Source: an optimization exercise on an open RTL-to-GDS flow (aim: small area). Production flows keep margins and buffers that such runs may drop.
Function was checked by simulation only, so behaviour that the tests miss may differ from the original.
Power figures rest on the tool's default switching activity, not on a simulated workload.

== v13 ==
## vmem_accum_seq
module vmem_accum_seq #(
  parameter int ADDR_W = 32,
  parameter int DATA_W = 32,
  parameter int LEN_W  = 11
) (
  input  logic              clk,
  input  logic              reset,
  input  logic              start,
  input  logic              op,
  input  logic [ADDR_W-1:0] src_a,
  input  logic [ADDR_W-1:0] src_b,
  input  logic [ADDR_W-1:0] dst,
  input  logic [LEN_W-1:0]  len,
  input  logic              reduce,
  output logic              busy,
  output logic              done,
  output logic [ADDR_W-1:0] vm_addr_a,
  output logic [ADDR_W-1:0] vm_addr_b,
  output logic [ADDR_W-1:0] vm_addr_c,
  output logic [DATA_W-1:0] vm_wd,
  output logic              vm_we,
  input  logic [DATA_W-1:0] vm_rv_a,
  input  logic [DATA_W-1:0] vm_rv_b
);
Size: about 16,000 µm² of cells after synthesis.
Settings: LEC_CHECK=0, ABC_AREA=1, CAP_MARGIN=20, CORE_MARGIN=2, CORE_UTILIZATION=40, GPL_TIMING_DRIVEN=0, SLEW_MARGIN=20; clock period 12.5 ns.
standard.sh (not shown) runs the stock make flow with config.mk's settings and CLKGATE_MAP_FILE= SYNTH_SCRIPT=/design/flow/synth_recipe.tcl, a recipe that flattens the netlist after the stock synthesis.
==> flow/flow/run.sh <==
#!/bin/bash
# Standard ORFS flow with three changes:
#  - after the standard synthesis, the combinational logic between the registers,
#    full adders and half adders is mapped again by ABC (flow/remap.abc); the
#    registers, full adders and half adders are kept as they are;
#  - flow/fixfa.py then moves inverters off full-adder and XOR pins (full adders
#    are self-dual);
#  - the port buffers that global placement inserts use sky130_fd_sc_hd__buf_1.
set -euo pipefail
R=orfs/results/${FLOW_PLATFORM}/vmem_accum_seq/base
LIB=${FLOW_HOME}/platforms/sky130hd/lib/sky130_fd_sc_hd__tt_025C_1v80.lib
bash standard.sh synth > synth.log 2>&1
cp $R/1_2_yosys.v $R/1_2_yosys.std.v
yosys -l remap.log -p "read_liberty -ignore_miss_func $LIB; read_verilog $R/1_2_yosys.std.v; hierarchy -top $FLOW_TOP; blackbox sky130_fd_sc_hd__fa_* sky130_fd_sc_hd__ha_* sky130_fd_sc_hd__df* sky130_fd_sc_hd__edf* sky130_fd_sc_hd__sdf* sky130_fd_sc_hd__dl* sky130_fd_sc_hd__conb_1; flatten; opt_clean -purge; abc -liberty $LIB -dont_use sky130_fd_sc_hd__probe_p_8 -dont_use sky130_fd_sc_hd__probec_p_8 -dont_use sky130_fd_sc_hd__lpflow_bleeder_1 -dont_use sky130_fd_sc_hd__lpflow_clkbufkapwr_1 -dont_use sky130_fd_sc_hd__lpflow_clkbufkapwr_16 -dont_use sky130_fd_sc_hd__lpflow_clkbufkapwr_2 -dont_use sky130_fd_sc_hd__lpflow_clkbufkapwr_4 -dont_use sky130_fd_sc_hd__lpflow_clkbufkapwr_8 -dont_use sky130_fd_sc_hd__lpflow_clkinvkapwr_1 -dont_use sky130_fd_sc_hd__lpflow_clkinvkapwr_16 -dont_use sky130_fd_sc_hd__lpflow_clkinvkapwr_2 -dont_use sky130_fd_sc_hd__lpflow_clkinvkapwr_4 -dont_use sky130_fd_sc_hd__lpflow_clkinvkapwr_8 -dont_use sky130_fd_sc_hd__lpflow_decapkapwr_12 -dont_use sky130_fd_sc_hd__lpflow_decapkapwr_3 -dont_use sky130_fd_sc_hd__lpflow_decapkapwr_4 -dont_use sky130_fd_sc_hd__lpflow_decapkapwr_6 -dont_use sky130_fd_sc_hd__lpflow_decapkapwr_8 -dont_use sky130_fd_sc_hd__lpflow_inputiso0n_1 -dont_use sky130_fd_sc_hd__lpflow_inputiso0p_1 -dont_use sky130_fd_sc_hd__lpflow_inputiso1n_1 -dont_use sky130_fd_sc_hd__lpflow_inputiso1p_1 -dont_use sky130_fd_sc_hd__lpflow_inputisolatch_1 -dont_use sky130_fd_sc_hd__lpflow_isobufsrc_1 -dont_use sky130_fd_sc_hd__lpflow_isobufsrc_16 -dont_use sky130_fd_sc_hd__lpflow_isobufsrc_2 -dont_use sky130_fd_sc_hd__lpflow_isobufsrc_4 -dont_use sky130_fd_sc_hd__lpflow_isobufsrc_8 -dont_use sky130_fd_sc_hd__lpflow_isobufsrckapwr_16 -dont_use sky130_fd_sc_hd__lpflow_lsbuf_lh_hl_isowell_tap_1 -dont_use sky130_fd_sc_hd__lpflow_lsbuf_lh_hl_isowell_tap_2  -script flow/remap.abc -D 4000; opt_clean -purge; rename -hide w:*.*; opt_clean -purge; hilomap -singleton -hicell sky130_fd_sc_hd__conb_1 HI -locell sky130_fd_sc_hd__conb_1 LO; splitnets; opt_clean -purge; insbuf -buf sky130_fd_sc_hd__buf_1 A X; stat -liberty $LIB; write_verilog -noattr -noexpr -nohex -nodec $R/1_2_yosys.remap.v" > /dev/null
python3 flow/fixfa.py $R/1_2_yosys.remap.v $R/1_2_yosys.v > fixfa.log 2>&1
rm -f $R/1_synth.odb $R/1_synth.sdc
bash standard.sh "BUFFER_PORTS_ARGS=-buffer_cell sky130_fd_sc_hd__buf_1" finish > layout.log 2>&1
Other scripts of this flow, unchanged in this note and not shown: flow/flow/fixfa.py, flow/flow/remap.abc
--- input diff v13..v48 ---
-- flow/config.mk --
<<< v13, line 10
export CORE_MARGIN = 2
export CORE_UTILIZATION = 40
export GPL_TIMING_DRIVEN = 0
export SLEW_MARGIN = 20
>>> v48, line 10
export CORE_MARGIN = 2
export CORE_UTILIZATION = 65
export SLEW_MARGIN = 20
==> run summary <==
Result: PASS for each of v48 and v13
As far as number of buffers created by CTS goes, v48 and v13 are indistinguishable; the numbers are identical.
v48 vs. v13: final area lost 0.92%, combinational power neither gained nor lost much.
Sort v48 and v13 by number of standard-cell rows in the floorplan, descending, and v13 comes first.
Going from v13 to v48, the minimum period implied by the final worst setup slack was found to have gone down by 0.37 ns.
Going from v13 to v48, the worst setup slack was found to have gone up by 0.37 ns.
Compare v48 and v13 | global routing usage summed across all routing layers lower: v13
Summary of the comparison: share of total power in combinational logic is higher in v48, relative to v13.
Setup changes, v48 to v19
-- flow/config.mk --
<<< v48, line 10
export CORE_MARGIN = 2
export CORE_UTILIZATION = 65
export SLEW_MARGIN = 20
>>> v19, line 10
export CORE_MARGIN = 2
export CORE_UTILIZATION = 40
export SLEW_MARGIN = 20
- Share of final layout cell area taken by non-clock buffers in v19 is 0.15 points lower than in v48
- The setup slack of v19 is smaller than that of v48.
- Number of core rows: lower on v48

========
vmem_accum_seq, a different RTL version from the one above (not shown whole).
Size in the first run: roughly 1400 cells after synthesis, roughly 15000 um2 of cells after synthesis.
export LEC_CHECK = 0
export ABC_AREA = 1
export CAP_MARGIN = 20
export CORE_MARGIN = 2
export CORE_UTILIZATION = 40
export CTS_BUF_LIST = sky130_fd_sc_hd__clkbuf_8
export CTS_CLUSTER_SIZE = 10
export SLEW_MARGIN = 20
create_clock -name core_clock -period 12.5 [get_ports {clk}]
==> flow/flow/run.sh <==
#!/bin/bash
# Standard ORFS flow with three changes:
#  - after the standard synthesis, the combinational logic between the registers,
#    full adders and half adders is mapped again by ABC (flow/remap.abc); the
#    registers, full adders and half adders are kept as they are;
#  - flow/fixfa.py then moves inverters off full-adder and XOR pins (full adders
#    are self-dual);
#  - the port buffers that global placement inserts use sky130_fd_sc_hd__buf_1.
set -euo pipefail
R=orfs/results/${FLOW_PLATFORM}/vmem_accum_seq/base
LIB=${FLOW_HOME}/platforms/sky130hd/lib/sky130_fd_sc_hd__tt_025C_1v80.lib
bash standard.sh synth > synth.log 2>&1
cp $R/1_2_yosys.v $R/1_2_yosys.std.v
yosys -l remap.log -p "read_liberty -ignore_miss_func $LIB; read_verilog $R/1_2_yosys.std.v; hierarchy -top $FLOW_TOP; blackbox sky130_fd_sc_hd__fa_* sky130_fd_sc_hd__ha_* sky130_fd_sc_hd__df* sky130_fd_sc_hd__edf* sky130_fd_sc_hd__sdf* sky130_fd_sc_hd__dl* sky130_fd_sc_hd__conb_1; flatten; opt_clean -purge; abc -liberty $LIB -dont_use sky130_fd_sc_hd__probe_p_8 -dont_use sky130_fd_sc_hd__probec_p_8 -dont_use sky130_fd_sc_hd__lpflow_bleeder_1 -dont_use sky130_fd_sc_hd__lpflow_clkbufkapwr_1 -dont_use sky130_fd_sc_hd__lpflow_clkbufkapwr_16 -dont_use sky130_fd_sc_hd__lpflow_clkbufkapwr_2 -dont_use sky130_fd_sc_hd__lpflow_clkbufkapwr_4 -dont_use sky130_fd_sc_hd__lpflow_clkbufkapwr_8 -dont_use sky130_fd_sc_hd__lpflow_clkinvkapwr_1 -dont_use sky130_fd_sc_hd__lpflow_clkinvkapwr_16 -dont_use sky130_fd_sc_hd__lpflow_clkinvkapwr_2 -dont_use sky130_fd_sc_hd__lpflow_clkinvkapwr_4 -dont_use sky130_fd_sc_hd__lpflow_clkinvkapwr_8 -dont_use sky130_fd_sc_hd__lpflow_decapkapwr_12 -dont_use sky130_fd_sc_hd__lpflow_decapkapwr_3 -dont_use sky130_fd_sc_hd__lpflow_decapkapwr_4 -dont_use sky130_fd_sc_hd__lpflow_decapkapwr_6 -dont_use sky130_fd_sc_hd__lpflow_decapkapwr_8 -dont_use sky130_fd_sc_hd__lpflow_inputiso0n_1 -dont_use sky130_fd_sc_hd__lpflow_inputiso0p_1 -dont_use sky130_fd_sc_hd__lpflow_inputiso1n_1 -dont_use sky130_fd_sc_hd__lpflow_inputiso1p_1 -dont_use sky130_fd_sc_hd__lpflow_inputisolatch_1 -dont_use sky130_fd_sc_hd__lpflow_isobufsrc_1 -dont_use sky130_fd_sc_hd__lpflow_isobufsrc_16 -dont_use sky130_fd_sc_hd__lpflow_isobufsrc_2 -dont_use sky130_fd_sc_hd__lpflow_isobufsrc_4 -dont_use sky130_fd_sc_hd__lpflow_isobufsrc_8 -dont_use sky130_fd_sc_hd__lpflow_isobufsrckapwr_16 -dont_use sky130_fd_sc_hd__lpflow_lsbuf_lh_hl_isowell_tap_1 -dont_use sky130_fd_sc_hd__lpflow_lsbuf_lh_hl_isowell_tap_2  -script flow/remap.abc; opt_clean -purge; rename -hide w:*.*; opt_clean -purge; hilomap -singleton -hicell sky130_fd_sc_hd__conb_1 HI -locell sky130_fd_sc_hd__conb_1 LO; splitnets; opt_clean -purge; insbuf -buf sky130_fd_sc_hd__buf_1 A X; stat -liberty $LIB; write_verilog -noattr -noexpr -nohex -nodec $R/1_2_yosys.remap.v" > /dev/null
python3 flow/fixfa.py $R/1_2_yosys.remap.v $R/1_2_yosys.v > fixfa.log 2>&1
rm -f $R/1_synth.odb $R/1_synth.sdc
bash standard.sh "BUFFER_PORTS_ARGS=-buffer_cell sky130_fd_sc_hd__buf_1" finish > layout.log 2>&1
Other scripts of this flow, unchanged in this note and not shown: flow/flow/fixfa.py, flow/flow/remap.abc
The starting point passed the timing, design-rule and antenna checks.
Change:
--- a/flow/config.mk
+++ b/flow/config.mk
@@ -11,4 +11,3 @@
 export CORE_UTILIZATION = 40
-export CTS_BUF_LIST = sky130_fd_sc_hd__clkbuf_8
-export CTS_CLUSTER_SIZE = 10
+export CTS_BUF_LIST = sky130_fd_sc_hd__clkbuf_4 sky130_fd_sc_hd__clkbuf_8
 export SLEW_MARGIN = 20
What happened: Cell count barely changes; power is about the same; clock skew hardly moves.
Change:
--- a/flow/config.mk
+++ b/flow/config.mk
@@ -11,3 +11,2 @@
 export CORE_UTILIZATION = 40
-export CTS_BUF_LIST = sky130_fd_sc_hd__clkbuf_4 sky130_fd_sc_hd__clkbuf_8
 export SLEW_MARGIN = 20
=> The new run went through all stages and came out clean; power goes up by 1.9%; combinational power hardly moves; via count barely changes; routed wire length barely changes.

========
vmem_accum_seq, a different RTL version from the one above (not shown whole).
For scale: ~310 I/O pins, roughly 0.015 sq mm of cells after synthesis.
// vmem_accum_seq
module vmem_accum_seq #(
  parameter int ADDR_W = 32,
  parameter int DATA_W = 32,
  parameter int LEN_W  = 11
) (
  input  logic              clk,
  input  logic              reset,
  input  logic              start,
  input  logic              op,
  input  logic [ADDR_W-1:0] src_a,
  input  logic [ADDR_W-1:0] src_b,
  input  logic [ADDR_W-1:0] dst,
  input  logic [LEN_W-1:0]  len,
  input  logic              reduce,
  output logic              busy,
  output logic              done,
  output logic [ADDR_W-1:0] vm_addr_a,
  output logic [ADDR_W-1:0] vm_addr_b,
  output logic [ADDR_W-1:0] vm_addr_c,
  output logic [DATA_W-1:0] vm_wd,
  output logic              vm_we,
  input  logic [DATA_W-1:0] vm_rv_a,
  input  logic [DATA_W-1:0] vm_rv_b
);
export LEC_CHECK = 0
export ABC_AREA = 1
export CAP_MARGIN = 5
export CORE_MARGIN = 2
export CORE_UTILIZATION = 40
export CTS_BUF_LIST = sky130_fd_sc_hd__clkbuf_4 sky130_fd_sc_hd__clkbuf_8
export SLEW_MARGIN = 5
create_clock -name core_clock -period 12.5 [get_ports {clk}]
Scripts as last shown in full above: flow/flow/run.sh
Other scripts of this flow, unchanged in this note and not shown: flow/flow/fixfa.py, flow/flow/remap.abc
Edit:
CAP_MARGIN = 20   (was 5)
SLEW_MARGIN = 20   (was 5)
Result: Utilization is about the same. Global-route usage is unchanged. Synthesized area does not change. Register-to-register slack stays flat. Hold slack is unchanged. Total power barely changes. Worst setup slack is worse by 4.0 ps. Wire length stays flat. Flip-flop and latch count stays the same.

==> what the ideal ports hide <==
No port has a modelled driver above. Below, the same layouts with a new extraction and two added sets of constraints. Step 1 (the two cells are an assumption about what drives the block):
set clk [get_ports {clk}]
set_driving_cell -lib_cell sky130_fd_sc_hd__clkbuf_16 $clk
set_driving_cell -lib_cell sky130_fd_sc_hd__buf_2 [delete_from_list [all_inputs] $clk]
Step 2, shift: input delay + t, output delay - t, t = (earliest + latest rising clock arrival at the registers) / 2. This alone moves slack from input paths to output paths. Three values: no drivers, after step 1, after step 2; two values: the first two.
| run | t (ns) | setup slack, ns | worst hold slack (ns) | worst setup path at the end |
|---|---|---|---|---|
| v13 | 0.410 | 0.436 / 0.363 / 0.363 | 0.497 / 0.497 / 0.497 | input to output |
| v48 | 0.383 | 0.805 / 0.778 / 0.778 | 0.500 / 0.500 / 0.500 | input to output |
| v19 | 0.400 | 0.577 / 0.519 / 0.519 | 0.498 / 0.498 / 0.498 | input to output |
| the first run of note 2 | 0.418 | 0.466 / 0.444 / 0.444 | 0.491 / 0.491 / 0.491 | input to output |
| the second run of note 2 | 0.418 | 0.471 / 0.449 / 0.449 | 0.491 / 0.491 / 0.491 | input to output |
| the third run of note 2 | 0.393 | 0.462 / 0.439 / 0.439 | 0.486 / 0.486 / 0.486 | input to output |
| the first run of note 3 | 0.410 | 0.469 / 0.399 / 0.399 | 0.500 / 0.500 / 0.500 | input to output |
| the second run of note 3 | 0.410 | 0.465 / 0.395 / 0.395 | 0.500 / 0.500 / 0.500 | input to output |
After both steps setup and hold are still met in every run listed. The setup slack of v13, which loses most, moves by -0.073 ns with the drivers and by -0.073 ns with both steps.
